Context: an optimization exercise on an open-source flow, tuned for small area, a short achievable clock period and few clock cycles per item. The choices shown serve that exercise and are no tape-out recipe.
RTL that was checked went through simulation tests only; none was proved equivalent to the original.

// md2_digest_engine
module md2_digest_engine (
	input  logic               clk,
	input  logic               arst_n,
	input  logic               push,
	output logic               full,
	input  logic [9:0]         item,
	output logic               empty,
	input  logic               pop,
	output logic [127:0]       result
);
clock: 7.0 ns
lec_check: 0
cap_margin: 20
core_margin: 2
core_utilization: 40
slew_margin: 20
run.sh (not shown) runs the stock make flow with config.mk's settings and CLKGATE_MAP_FILE= SYNTH_SCRIPT=/design/flow/synth_recipe.tcl, a recipe that flattens the netlist after the stock synthesis.
The baseline finished with setup timing left.
Next try:
--- a/flow/design.v
+++ b/flow/design.v
@@ -1,9 +1,9 @@
 package md2_pkg;
 	localparam int BLOCK_BYTES = 16;
 	localparam int STATE_BYTES = 48;
 	localparam int ROUND_COUNT = 18;
-	localparam int STEPS = 4;
+	localparam int STEPS = 2;
 	localparam logic [2047:0] PI_SBOX_FLAT = {
 		8'h29,8'h2e,8'h43,8'hc9,8'ha2,8'hd8,8'h7c,8'h01,
 		8'h3d,8'h36,8'h54,8'ha1,8'hec,8'hf0,8'h06,8'h13,
 		8'h62,8'ha7,8'h05,8'hf3,8'hc0,8'hc7,8'h73,8'h8c,
Outcome:
- The changed run finished but fails on setup timing
- core utilization goes down by 4.7 points
- design area goes down by a quarter to a third
- count of clock-buffer cells in the layout goes down by 9
- routed wire length goes down by well over a third
- setup slack gains 4.0 ns
- sequential share of layout area goes up by 12 points
- die area goes down by about a fifth
- synthesized area goes down by about a fifth
- register-to-register slack gains 4.0 ns
- global-route usage goes down by 9.4 points
- clock skew goes down by 0.039 ns
Function was not checked in any run of this note: the RTL went through the layout flow alone.

========
The RTL this note starts from:
==> flow/design.v <==
package md2_pkg;
	localparam int BLOCK_BYTES = 16;
	localparam int STATE_BYTES = 48;
	localparam int ROUND_COUNT = 18;
	localparam logic [2047:0] PI_SBOX_FLAT = {
		8'h29,8'h2e,8'h43,8'hc9,8'ha2,8'hd8,8'h7c,8'h01,
		8'h3d,8'h36,8'h54,8'ha1,8'hec,8'hf0,8'h06,8'h13,
		8'h62,8'ha7,8'h05,8'hf3,8'hc0,8'hc7,8'h73,8'h8c,
		8'h98,8'h93,8'h2b,8'hd9,8'hbc,8'h4c,8'h82,8'hca,
		8'h1e,8'h9b,8'h57,8'h3c,8'hfd,8'hd4,8'he0,8'h16,
		8'h67,8'h42,8'h6f,8'h18,8'h8a,8'h17,8'he5,8'h12,
		8'hbe,8'h4e,8'hc4,8'hd6,8'hda,8'h9e,8'hde,8'h49,
		8'ha0,8'hfb,8'hf5,8'h8e,8'hbb,8'h2f,8'hee,8'h7a,
		8'ha9,8'h68,8'h79,8'h91,8'h15,8'hb2,8'h07,8'h3f,
		8'h94,8'hc2,8'h10,8'h89,8'h0b,8'h22,8'h5f,8'h21,
		8'h80,8'h7f,8'h5d,8'h9a,8'h5a,8'h90,8'h32,8'h27,
		8'h35,8'h3e,8'hcc,8'he7,8'hbf,8'hf7,8'h97,8'h03,
		8'hff,8'h19,8'h30,8'hb3,8'h48,8'ha5,8'hb5,8'hd1,
		8'hd7,8'h5e,8'h92,8'h2a,8'hac,8'h56,8'haa,8'hc6,
		8'h4f,8'hb8,8'h38,8'hd2,8'h96,8'ha4,8'h7d,8'hb6,
		8'h76,8'hfc,8'h6b,8'he2,8'h9c,8'h74,8'h04,8'hf1,
		8'h45,8'h9d,8'h70,8'h59,8'h64,8'h71,8'h87,8'h20,
		8'h86,8'h5b,8'hcf,8'h65,8'he6,8'h2d,8'ha8,8'h02,
		8'h1b,8'h60,8'h25,8'had,8'hae,8'hb0,8'hb9,8'hf6,
		8'h1c,8'h46,8'h61,8'h69,8'h34,8'h40,8'h7e,8'h0f,
		8'h55,8'h47,8'ha3,8'h23,8'hdd,8'h51,8'haf,8'h3a,
		8'hc3,8'h5c,8'hf9,8'hce,8'hba,8'hc5,8'hea,8'h26,
		8'h2c,8'h53,8'h0d,8'h6e,8'h85,8'h28,8'h84,8'h09,
		8'hd3,8'hdf,8'hcd,8'hf4,8'h41,8'h81,8'h4d,8'h52,
		8'h6a,8'hdc,8'h37,8'hc8,8'h6c,8'hc1,8'hab,8'hfa,
		8'h24,8'he1,8'h7b,8'h08,8'h0c,8'hbd,8'hb1,8'h4a,
		8'h78,8'h88,8'h95,8'h8b,8'he3,8'h63,8'he8,8'h6d,
		8'he9,8'hcb,8'hd5,8'hfe,8'h3b,8'h00,8'h1d,8'h39,
		8'hf2,8'hef,8'hb7,8'h0e,8'h66,8'h58,8'hd0,8'he4,
		8'ha6,8'h77,8'h72,8'hf8,8'heb,8'h75,8'h4b,8'h0a,
		8'h31,8'h44,8'h50,8'hb4,8'h8f,8'hed,8'h1f,8'h1a,
		8'hdb,8'h99,8'h8d,8'h33,8'h9f,8'h11,8'h83,8'h14
	};
	function automatic logic [7:0] pi_sbox(input logic [7:0] x);
		pi_sbox = PI_SBOX_FLAT[2047 - 8 * x -: 8];
	endfunction
endpackage
module md2_front (
	input  logic       push,
	output logic       full,
	input  logic [9:0] item,
	output logic       cmd_valid,
	output logic [7:0] cmd_data,
	output logic       cmd_byte,
	output logic       cmd_end,
	input  logic       ready
);
	assign full      = !ready;
	assign cmd_valid = push && (item[1] || item[0]);
	assign cmd_data  = item[9:2];
	assign cmd_byte  = item[1];
	assign cmd_end   = item[0];
endmodule
module md2_core (
	input  logic         clk,
	input  logic         arst_n,
	input  logic         cmd_valid,
	input  logic [7:0]   cmd_data,
	input  logic         cmd_byte,
	input  logic         cmd_end,
	output logic         ready,
	output logic         empty,
	input  logic         pop,
	output logic [127:0] result
);
	localparam int GROUPS = md2_pkg::BLOCK_BYTES;
	localparam logic [7:0] S0 = 8'h29;
	typedef enum logic [1:0] {
		S_ABS,
		S_PAD,
		S_CSUM,
		S_WAIT
	} state_t;
	typedef enum logic [1:0] {
		A_ABS,
		A_PAD,
		A_CSUM,
		A_OUT
	} after_t;
	state_t       state_q;
	after_t       after_q;
	logic         first_q;
	logic [3:0]   ph_q;
	logic         gap_q;
	logic [3:0]   j_q;
	logic         at_q;
	logic [4:0]   pad_q;
	logic [7:0]   l_q;
	logic [7:0]   sreg_q;
	logic         cu_q;
	logic         run_q;
	logic [1:0]   pass_q;
	logic [4:0]   round_q;
	logic         empty_q;
	logic [GROUPS-1:0][7:0] x0_q;
	logic [GROUPS-1:0][7:0] x1_q;
	logic [GROUPS-1:0][7:0] x2_q;
	logic [GROUPS-1:0][7:0] c_q;
	logic [7:0]   gx0_q;
	logic [7:0]   gx1_q;
	logic [7:0]   gx2_q;
	logic [7:0]   gc_q;
	logic         take;
	logic         step;
	logic         step0;
	logic         via_g;
	logic [3:0]   ph_nxt;
	logic [3:0]   j_nxt;
	logic         absorb;
	logic         csum_upd;
	logic         blk_last;
	logic [7:0]   b;
	logic [7:0]   s_out;
	logic [7:0]   h0z;
	logic [7:0]   h0f;
	logic [7:0]   e;
	logic [7:0]   se;
	logic [7:0]   y;
	logic [7:0]   sreg_nxt;
	logic [7:0]   sreg_early;
	logic         se_sel;
	logic [7:0]   c_head;
	logic [7:0]   c_new;
	logic [7:0]   tail0;
	logic [7:0]   tail1;
	logic [7:0]   tail2;
	logic [7:0]   tailc;
	assign step     = run_q && !gap_q;
	assign step0    = step && (round_q == 5'd0) && (pass_q == 2'd0) && (ph_q == 4'd0);
	assign via_g    = run_q && (gap_q || ((pass_q == 2'd2) && (round_q != 5'd17)));
	assign ready    = (state_q == S_ABS) && at_q;
	assign take     = ready && cmd_valid;
	assign absorb   = ((state_q == S_ABS) && cmd_valid && cmd_byte && at_q) ||
	                  (((state_q == S_PAD) || (state_q == S_CSUM)) && at_q);
	assign ph_nxt   = gap_q ? ph_q : ph_q + 1'b1;
	assign j_nxt    = absorb ? j_q + 1'b1 : j_q;
	assign csum_upd = absorb && (state_q != S_CSUM);
	assign blk_last = absorb && (j_q == 4'd15);
	assign b = (state_q == S_ABS) ? cmd_data :
	           (state_q == S_PAD) ? {3'b000, pad_q} : c_q[1];
	assign s_out = md2_pkg::pi_sbox(sreg_q);
	assign h0z = (first_q && round_q == 5'd0 && pass_q == 2'd0) ? 8'h00 : x0_q[0];
	assign h0f = first_q ? 8'h00 : x0_q[0];
	assign c_head = first_q ? 8'h00 : c_q[0];
	assign c_new  = c_head ^ s_out;
	assign e  = run_q ? h0z : (c_head ^ b);
	assign se = s_out ^ e;
	assign y  = step0 ? (h0z ^ S0) : se;
	assign se_sel = (step && !step0) || (!run_q && csum_upd && cu_q);
	always_comb begin
		sreg_early = 8'h00;
		if (gap_q) begin
			sreg_early = gx2_q + {3'b000, round_q};
		end else if (step0) begin
			sreg_early = h0z ^ S0;
		end else if (!run_q && csum_upd) begin
			sreg_early = b ^ l_q;
		end
	end
	assign sreg_nxt = se_sel ? se : sreg_early;
	always_comb begin
		tail0 = x0_q[0];
		tail1 = x1_q[0];
		tail2 = x2_q[0];
		if (step) begin
			tail0 = x1_q[0];
			tail1 = x2_q[0];
			tail2 = y;
		end else if (absorb) begin
			tail1 = b;
			tail2 = b ^ h0f;
		end
	end
	assign tailc = cu_q ? c_new : c_q[0];
	for (genvar g = 0; g < GROUPS; g++) begin : g_res
		assign result[127 - 8 * g -: 8] = x0_q[g];
	end
	assign empty = empty_q;
	always_ff @(posedge clk) begin
		for (int k = 0; k < GROUPS - 1; k++) begin
			x1_q[k] <= x1_q[k + 1];
			x2_q[k] <= x2_q[k + 1];
			c_q[k]  <= c_q[k + 1];
		end
		x1_q[GROUPS - 1] <= via_g ? gx1_q : tail1;
		x2_q[GROUPS - 1] <= (step && !via_g) ? y : (via_g ? gx2_q : tail2);
		c_q[GROUPS - 1]  <= cu_q ? c_new : (via_g ? gc_q : c_q[0]);
		if (empty_q) begin
			for (int k = 0; k < GROUPS - 1; k++) begin
				x0_q[k] <= x0_q[k + 1];
			end
			x0_q[GROUPS - 1] <= via_g ? gx0_q : tail0;
		end
		gx0_q  <= tail0;
		gx1_q  <= tail1;
		gx2_q  <= tail2;
		gc_q   <= tailc;
		sreg_q <= sreg_nxt;
	end
	always_ff @(posedge clk or negedge arst_n) begin
		if (!arst_n) begin
			state_q <= S_ABS;
			after_q <= A_ABS;
			first_q <= 1'b1;
			pad_q   <= '0;
			ph_q    <= '0;
			gap_q   <= 1'b0;
			j_q     <= '0;
			at_q    <= 1'b1;
			l_q     <= '0;
			cu_q    <= 1'b0;
			run_q   <= 1'b0;
			pass_q  <= '0;
			round_q <= '0;
			empty_q <= 1'b1;
		end else begin
			ph_q   <= ph_nxt;
			j_q    <= j_nxt;
			at_q   <= (ph_nxt == j_nxt);
			cu_q   <= csum_upd;
			if (cu_q) begin
				l_q <= c_new;
			end
			if (pop && !empty_q) begin
				empty_q <= 1'b1;
			end
			case (state_q)
				S_ABS: begin
					if (take) begin
						if (cmd_byte && j_q == 4'd15) begin
							state_q <= S_WAIT;
							after_q <= cmd_end ? A_PAD : A_ABS;
							pad_q   <= 5'd16;
						end else if (cmd_end) begin
							state_q <= S_PAD;
							pad_q   <= 5'd16 - {1'b0, j_q} - {4'd0, cmd_byte};
						end
					end
				end
				S_PAD: begin
					if (blk_last) begin
						state_q <= S_WAIT;
						after_q <= A_CSUM;
					end
				end
				S_CSUM: begin
					if (blk_last) begin
						state_q <= S_WAIT;
						after_q <= A_OUT;
						l_q     <= '0;
					end
				end
				default: begin
				end
			endcase
			if ((blk_last || (state_q == S_WAIT && !run_q && ph_q == 4'd15)) && empty_q) begin
				run_q <= 1'b1;
			end
			if (gap_q) begin
				gap_q   <= 1'b0;
				round_q <= round_q + 1'b1;
			end else if (run_q && ph_q == 4'd15) begin
				pass_q <= (pass_q == 2'd2) ? 2'd0 : pass_q + 1'b1;
				if (pass_q == 2'd2) begin
					if (round_q == 5'd17) begin
						round_q <= '0;
						run_q   <= 1'b0;
						first_q <= 1'b0;
						case (after_q)
							A_ABS:  state_q <= S_ABS;
							A_PAD:  state_q <= S_PAD;
							A_CSUM: state_q <= S_CSUM;
							default: begin
								state_q <= S_ABS;
								empty_q <= 1'b0;
								first_q <= 1'b1;
							end
						endcase
					end else begin
						gap_q <= 1'b1;
					end
				end
			end
		end
	end
endmodule
module md2_digest_engine (
	input  logic               clk,
	input  logic               arst_n,
	input  logic               push,
	output logic               full,
	input  logic [9:0]         item,
	output logic               empty,
	input  logic               pop,
	output logic [127:0]       result
);
	logic       cmd_valid;
	logic [7:0] cmd_data;
	logic       cmd_byte;
	logic       cmd_end;
	logic       ready;
	md2_front u_front (
		.push     (push),
		.full     (full),
		.item     (item),
		.cmd_valid(cmd_valid),
		.cmd_data (cmd_data),
		.cmd_byte (cmd_byte),
		.cmd_end  (cmd_end),
		.ready    (ready)
	);
	md2_core u_core (
		.clk      (clk),
		.arst_n   (arst_n),
		.cmd_valid(cmd_valid),
		.cmd_data (cmd_data),
		.cmd_byte (cmd_byte),
		.cmd_end  (cmd_end),
		.ready    (ready),
		.empty    (empty),
		.pop      (pop),
		.result   (result)
	);
endmodule
clock: 7.0 ns
lec_check: 0
cap_margin: 20
core_margin: 2
core_utilization: 40
setup_slack_margin: 4.0
slew_margin: 20
standard.sh (not shown) runs the stock make flow with config.mk's settings and CLKGATE_MAP_FILE= SYNTH_SCRIPT=/design/flow/synth_recipe.tcl, a recipe that flattens the netlist after the stock synthesis.
==> flow/flow/run.sh <==
#!/bin/bash
# The standard layout (the standard.sh: the standard synthesis and ORFS
# from floorplan to finish), with one change: the buffers that placement puts
# on every input and output port are the platform's smallest plain buffer.
set -e
export BUFFER_PORTS_ARGS="-buffer_cell sky130_fd_sc_hd__buf_1"
bash standard.sh > standard.log 2>&1
The first run completed without violations.
Edit:
--- a/flow/design.v
+++ b/flow/design.v
@@ -185,23 +185,23 @@
 		for (int k = 0; k < GROUPS - 1; k++) begin
 			x1_q[k] <= x1_q[k + 1];
 			x2_q[k] <= x2_q[k + 1];
 			c_q[k]  <= c_q[k + 1];
 		end
 		x1_q[GROUPS - 1] <= via_g ? gx1_q : tail1;
-		x2_q[GROUPS - 1] <= (step && !via_g) ? y : (via_g ? gx2_q : tail2);
+		x2_q[GROUPS - 1] <= (step && !step0 && !via_g) ? se : (via_g ? gx2_q : tail2);
 		c_q[GROUPS - 1]  <= cu_q ? c_new : (via_g ? gc_q : c_q[0]);
 		if (empty_q) begin
 			for (int k = 0; k < GROUPS - 1; k++) begin
 				x0_q[k] <= x0_q[k + 1];
 			end
 			x0_q[GROUPS - 1] <= via_g ? gx0_q : tail0;
 		end
 		gx0_q  <= tail0;
 		gx1_q  <= tail1;
-		gx2_q  <= tail2;
+		gx2_q  <= (step && !step0) ? se : tail2;
 		gc_q   <= tailc;
 		sreg_q <= sreg_nxt;
 	end
 	always_ff @(posedge clk or negedge arst_n) begin
 		if (!arst_n) begin
 			state_q <= S_ABS;
Result: Cell area came out lower by 2.0%. Routed wire length shrinks by 1.0%. Worst hold slack is better by 0.0066 ns. Synthesized area went down by 0.38%. Core utilization shrinks by 0.89 points. Synthesized cell count is about the same. Sequential share of layout area is higher by 1.1 points. Critical path depth is higher by 1. Cell count is lower by 1.1%. Non-clock buffer count fell by 27. Maximum frequency grows by 2.9%.
Testbench counts after the change, summed over its fixed seeds: cycles 387,439, bytes 4,355.
Only the layout flow was run in the first run of this note; the RTL was not checked for function there.

========
md2_digest_engine, a different RTL version from the one above (not shown whole).
For scale: about 1700 cells after synthesis, ~590 flip-flops, roughly 140 I/O pins, roughly 20000 sq um of cells after synthesis.
==> module md2_core, before the edit <==
module md2_core (
	input  logic         clk,
	input  logic         arst_n,
	input  logic         cmd_valid,
	input  logic [7:0]   cmd_data,
	input  logic         cmd_byte,
	input  logic         cmd_end,
	output logic         ready,
	output logic         empty,
	input  logic         pop,
	output logic [127:0] result
);
	localparam int GROUPS = md2_pkg::BLOCK_BYTES;
	localparam logic [7:0] S0 = 8'h29;
	typedef enum logic [1:0] {
		S_ABS,
		S_PAD,
		S_CSUM,
		S_WAIT
	} state_t;
	typedef enum logic [1:0] {
		A_ABS,
		A_PAD,
		A_CSUM,
		A_OUT
	} after_t;
	state_t       state_q;
	after_t       after_q;
	logic         first_q;
	logic [3:0]   ph_q;
	logic         gap_q;
	logic [3:0]   j_q;
	logic         at_q;
	logic [4:0]   pad_q;
	logic [7:0]   l_q;
	logic [7:0]   sreg_q;
	logic         cu_q;
	logic         run_q;
	logic [1:0]   pass_q;
	logic [4:0]   round_q;
	logic         empty_q;
	logic [GROUPS-1:0][7:0] x0_q;
	logic [GROUPS-1:0][7:0] x1_q;
	logic [GROUPS-1:0][7:0] x2_q;
	logic [GROUPS-1:0][7:0] c_q;
	logic [7:0]   gx0_q;
	logic [7:0]   gx1_q;
	logic [7:0]   gx2_q;
	logic [7:0]   gc_q;
	logic         take;
	logic         step;
	logic         step0;
	logic         via_g;
	logic [3:0]   ph_nxt;
	logic [3:0]   j_nxt;
	logic         absorb;
	logic         csum_upd;
	logic         blk_last;
	logic [7:0]   b;
	logic [7:0]   s_out;
	logic [7:0]   h0z;
	logic [7:0]   h0f;
	logic [7:0]   e;
	logic [7:0]   se;
	logic [7:0]   y;
	logic [7:0]   sreg_nxt;
	logic [7:0]   c_head;
	logic [7:0]   c_new;
	logic [7:0]   tail0;
	logic [7:0]   tail1;
	logic [7:0]   tail2;
	logic [7:0]   tailc;
	assign step     = run_q && !gap_q;
	assign step0    = step && (round_q == 5'd0) && (pass_q == 2'd0) && (ph_q == 4'd0);
	assign via_g    = run_q && (gap_q || ((pass_q == 2'd2) && (round_q != 5'd17)));
	assign ready    = (state_q == S_ABS) && at_q;
	assign take     = ready && cmd_valid;
	assign absorb   = ((state_q == S_ABS) && cmd_valid && cmd_byte && at_q) ||
	                  (((state_q == S_PAD) || (state_q == S_CSUM)) && at_q);
	assign ph_nxt   = gap_q ? ph_q : ph_q + 1'b1;
	assign j_nxt    = absorb ? j_q + 1'b1 : j_q;
	assign csum_upd = absorb && (state_q != S_CSUM);
	assign blk_last = absorb && (j_q == 4'd15);
	assign b = (state_q == S_ABS) ? cmd_data :
	           (state_q == S_PAD) ? {3'b000, pad_q} : c_q[1];
	assign s_out = md2_pkg::pi_sbox(sreg_q);
	assign h0z = (first_q && round_q == 5'd0 && pass_q == 2'd0) ? 8'h00 : x0_q[0];
	assign h0f = first_q ? 8'h00 : x0_q[0];
	assign c_head = first_q ? 8'h00 : c_q[0];
	assign c_new  = c_head ^ s_out;
	assign e  = run_q ? h0z : (c_head ^ b);
	assign se = s_out ^ e;
	assign y  = step0 ? (h0z ^ S0) : se;
	always_comb begin
		sreg_nxt = 8'h00;
		if (run_q) begin
			if (gap_q) begin
				sreg_nxt = gx2_q + {3'b000, round_q};
			end else if (step0) begin
				sreg_nxt = h0z ^ S0;
			end else begin
				sreg_nxt = se;
			end
		end else if (csum_upd) begin
			sreg_nxt = cu_q ? se : (b ^ l_q);
		end
	end
	always_comb begin
		tail0 = x0_q[0];
		tail1 = x1_q[0];
		tail2 = x2_q[0];
		if (step) begin
			tail0 = x1_q[0];
			tail1 = x2_q[0];
			tail2 = y;
		end else if (absorb) begin
			tail1 = b;
			tail2 = b ^ h0f;
		end
	end
	assign tailc = cu_q ? c_new : c_q[0];
	for (genvar g = 0; g < GROUPS; g++) begin : g_res
		assign result[127 - 8 * g -: 8] = x0_q[g];
	end
	assign empty = empty_q;
	always_ff @(posedge clk) begin
		for (int k = 0; k < GROUPS - 1; k++) begin
			x1_q[k] <= x1_q[k + 1];
			x2_q[k] <= x2_q[k + 1];
			c_q[k]  <= c_q[k + 1];
		end
		x1_q[GROUPS - 1] <= via_g ? gx1_q : tail1;
		x2_q[GROUPS - 1] <= (step && !via_g) ? y : (via_g ? gx2_q : tail2);
		c_q[GROUPS - 1]  <= cu_q ? c_new : (via_g ? gc_q : c_q[0]);
		if (empty_q) begin
			for (int k = 0; k < GROUPS - 1; k++) begin
				x0_q[k] <= x0_q[k + 1];
			end
			x0_q[GROUPS - 1] <= via_g ? gx0_q : tail0;
		end
		gx0_q  <= tail0;
		gx1_q  <= tail1;
		gx2_q  <= tail2;
		gc_q   <= tailc;
		sreg_q <= sreg_nxt;
	end
	always_ff @(posedge clk or negedge arst_n) begin
		if (!arst_n) begin
			state_q <= S_ABS;
			after_q <= A_ABS;
			first_q <= 1'b1;
			pad_q   <= '0;
			ph_q    <= '0;
			gap_q   <= 1'b0;
			j_q     <= '0;
			at_q    <= 1'b1;
			l_q     <= '0;
			cu_q    <= 1'b0;
			run_q   <= 1'b0;
			pass_q  <= '0;
			round_q <= '0;
			empty_q <= 1'b1;
		end else begin
			ph_q   <= ph_nxt;
			j_q    <= j_nxt;
			at_q   <= (ph_nxt == j_nxt);
			cu_q   <= csum_upd;
			if (cu_q) begin
				l_q <= c_new;
			end
			if (pop && !empty_q) begin
				empty_q <= 1'b1;
			end
			case (state_q)
				S_ABS: begin
					if (take) begin
						if (cmd_byte && j_q == 4'd15) begin
							state_q <= S_WAIT;
							after_q <= cmd_end ? A_PAD : A_ABS;
							pad_q   <= 5'd16;
						end else if (cmd_end) begin
							state_q <= S_PAD;
							pad_q   <= 5'd16 - {1'b0, j_q} - {4'd0, cmd_byte};
						end
					end
				end
				S_PAD: begin
					if (blk_last) begin
						state_q <= S_WAIT;
						after_q <= A_CSUM;
					end
				end
				S_CSUM: begin
					if (blk_last) begin
						state_q <= S_WAIT;
						after_q <= A_OUT;
						l_q     <= '0;
					end
				end
				default: begin
				end
			endcase
			if ((blk_last || (state_q == S_WAIT && !run_q && ph_q == 4'd15)) && empty_q) begin
				run_q <= 1'b1;
			end
			if (gap_q) begin
				gap_q   <= 1'b0;
				round_q <= round_q + 1'b1;
			end else if (run_q && ph_q == 4'd15) begin
				pass_q <= (pass_q == 2'd2) ? 2'd0 : pass_q + 1'b1;
				if (pass_q == 2'd2) begin
					if (round_q == 5'd17) begin
						round_q <= '0;
						run_q   <= 1'b0;
						first_q <= 1'b0;
						case (after_q)
							A_ABS:  state_q <= S_ABS;
							A_PAD:  state_q <= S_PAD;
							A_CSUM: state_q <= S_CSUM;
							default: begin
								state_q <= S_ABS;
								empty_q <= 1'b0;
								first_q <= 1'b1;
							end
						endcase
					end else begin
						gap_q <= 1'b1;
					end
				end
			end
		end
	end
endmodule
export LEC_CHECK = 0
export CAP_MARGIN = 20
export CORE_MARGIN = 2
export CORE_UTILIZATION = 40
export SETUP_SLACK_MARGIN = 4.0
export SLEW_MARGIN = 20
create_clock -name core_clock -period 7.0 [get_ports {clk}]
Scripts as last shown in full above: flow/flow/run.sh
The starting point finished with timing, DRC and antenna clean.
Rerun with:
--- a/flow/design.v
+++ b/flow/design.v
@@ -91,5 +91,4 @@
 	logic         at_q;
 	logic [4:0]   pad_q;
-	logic [7:0]   l_q;
 	logic [7:0]   sreg_q;
 	logic         cu_q;
@@ -123,4 +122,6 @@
 	logic [7:0]   y;
 	logic [7:0]   sreg_nxt;
+	logic [7:0]   sreg_early;
+	logic         se_sel;
 	logic [7:0]   c_head;
 	logic [7:0]   c_new;
@@ -150,18 +151,16 @@
 	assign se = s_out ^ e;
 	assign y  = step0 ? (h0z ^ S0) : se;
+	assign se_sel = (step && !step0) || (!run_q && csum_upd && cu_q);
 	always_comb begin
-		sreg_nxt = 8'h00;
-		if (run_q) begin
-			if (gap_q) begin
-				sreg_nxt = gx2_q + {3'b000, round_q};
-			end else if (step0) begin
-				sreg_nxt = h0z ^ S0;
-			end else begin
-				sreg_nxt = se;
-			end
-		end else if (csum_upd) begin
-			sreg_nxt = cu_q ? se : (b ^ l_q);
+		sreg_early = 8'h00;
+		if (gap_q) begin
+			sreg_early = gx2_q + {3'b000, round_q};
+		end else if (step0) begin
+			sreg_early = h0z ^ S0;
+		end else if (!run_q && csum_upd) begin
+			sreg_early = b ^ ((first_q && j_q == 4'd0) ? 8'h00 : c_q[0]);
 		end
 	end
+	assign sreg_nxt = se_sel ? se : sreg_early;
 	always_comb begin
 		tail0 = x0_q[0];
@@ -189,5 +188,5 @@
 		end
 		x1_q[GROUPS - 1] <= via_g ? gx1_q : tail1;
-		x2_q[GROUPS - 1] <= (step && !via_g) ? y : (via_g ? gx2_q : tail2);
+		x2_q[GROUPS - 1] <= (step && !step0 && !via_g) ? se : (via_g ? gx2_q : tail2);
 		c_q[GROUPS - 1]  <= cu_q ? c_new : (via_g ? gc_q : c_q[0]);
 		if (empty_q) begin
@@ -199,5 +198,5 @@
 		gx0_q  <= tail0;
 		gx1_q  <= tail1;
-		gx2_q  <= tail2;
+		gx2_q  <= (step && !step0) ? se : tail2;
 		gc_q   <= tailc;
 		sreg_q <= sreg_nxt;
@@ -213,5 +212,4 @@
 			j_q     <= '0;
 			at_q    <= 1'b1;
-			l_q     <= '0;
 			cu_q    <= 1'b0;
 			run_q   <= 1'b0;
@@ -224,7 +222,4 @@
 			at_q   <= (ph_nxt == j_nxt);
 			cu_q   <= csum_upd;
-			if (cu_q) begin
-				l_q <= c_new;
-			end
 			if (pop && !empty_q) begin
 				empty_q <= 1'b1;
@@ -253,5 +248,4 @@
 						state_q <= S_WAIT;
 						after_q <= A_OUT;
-						l_q     <= '0;
 					end
 				end
Via count went down slightly.
Synthesized cell count fell by a few percent.
Worst setup slack degrades by 0.0034 ns.
Die area falls by a few percent.
Register-to-register slack is about the same.
First-iteration DRC count drops by a few percent.
Wire length shrinks slightly.
Area after synthesis fell by a few percent.
Global-route usage came out higher by 0.73 points.
Flip-flop and latch count drops by 8.
Count of clock-buffer cells in the layout goes down by 5.
Worst hold slack got worse by 0.011 ns.
Testbench counts after the change, summed over its fixed seeds: cycles 387,439, bytes 4,355.
No functional check of the RTL was part of the first run of this note.

afterwards: timing with drivers on the ports:
How much do the figures lean on ideal ports? The routed layouts below were timed once more, with nothing changed but the port constraints.
Step 1 sets driving cells, clkbuf_16 on the clock port and buf_2 on the other inputs (assumed; they add their load-dependent delay and slew).
Step 2, shift: input delay + t, output delay - t, t = (earliest + latest rising clock arrival at the registers) / 2. This alone moves slack from input paths to output paths.
Slacks: ideal ports / drivers / drivers and shift; pairs: ideal ports / drivers.
| run | t (ns) | slack for setup (ns) | clock arrival spread, ns |
|---|---|---|---|
| the first run of note 1 | 0.742 | -4.168 / -4.168 / -4.168 | 0.079 / 0.079 |
| the second run of note 1 | 0.667 | -0.128 / -0.128 / -0.128 | 0.037 / 0.037 |
| the first run of note 2 | 0.662 | 3.862 / 3.862 / 3.612 | 0.023 / 0.022 |
| the second run of note 2 | 0.657 | 3.950 / 3.950 / 3.598 | 0.038 / 0.038 |
| the first run of note 3 | 0.642 | 3.970 / 3.970 / 3.571 | 0.018 / 0.018 |
| the second run of note 3 | 0.647 | 3.966 / 3.966 / 3.664 | 0.035 / 0.035 |
For the first run of note 3, which loses most, drivers alone change the setup slack by 0.000 ns; drivers and shift together by -0.399 ns.
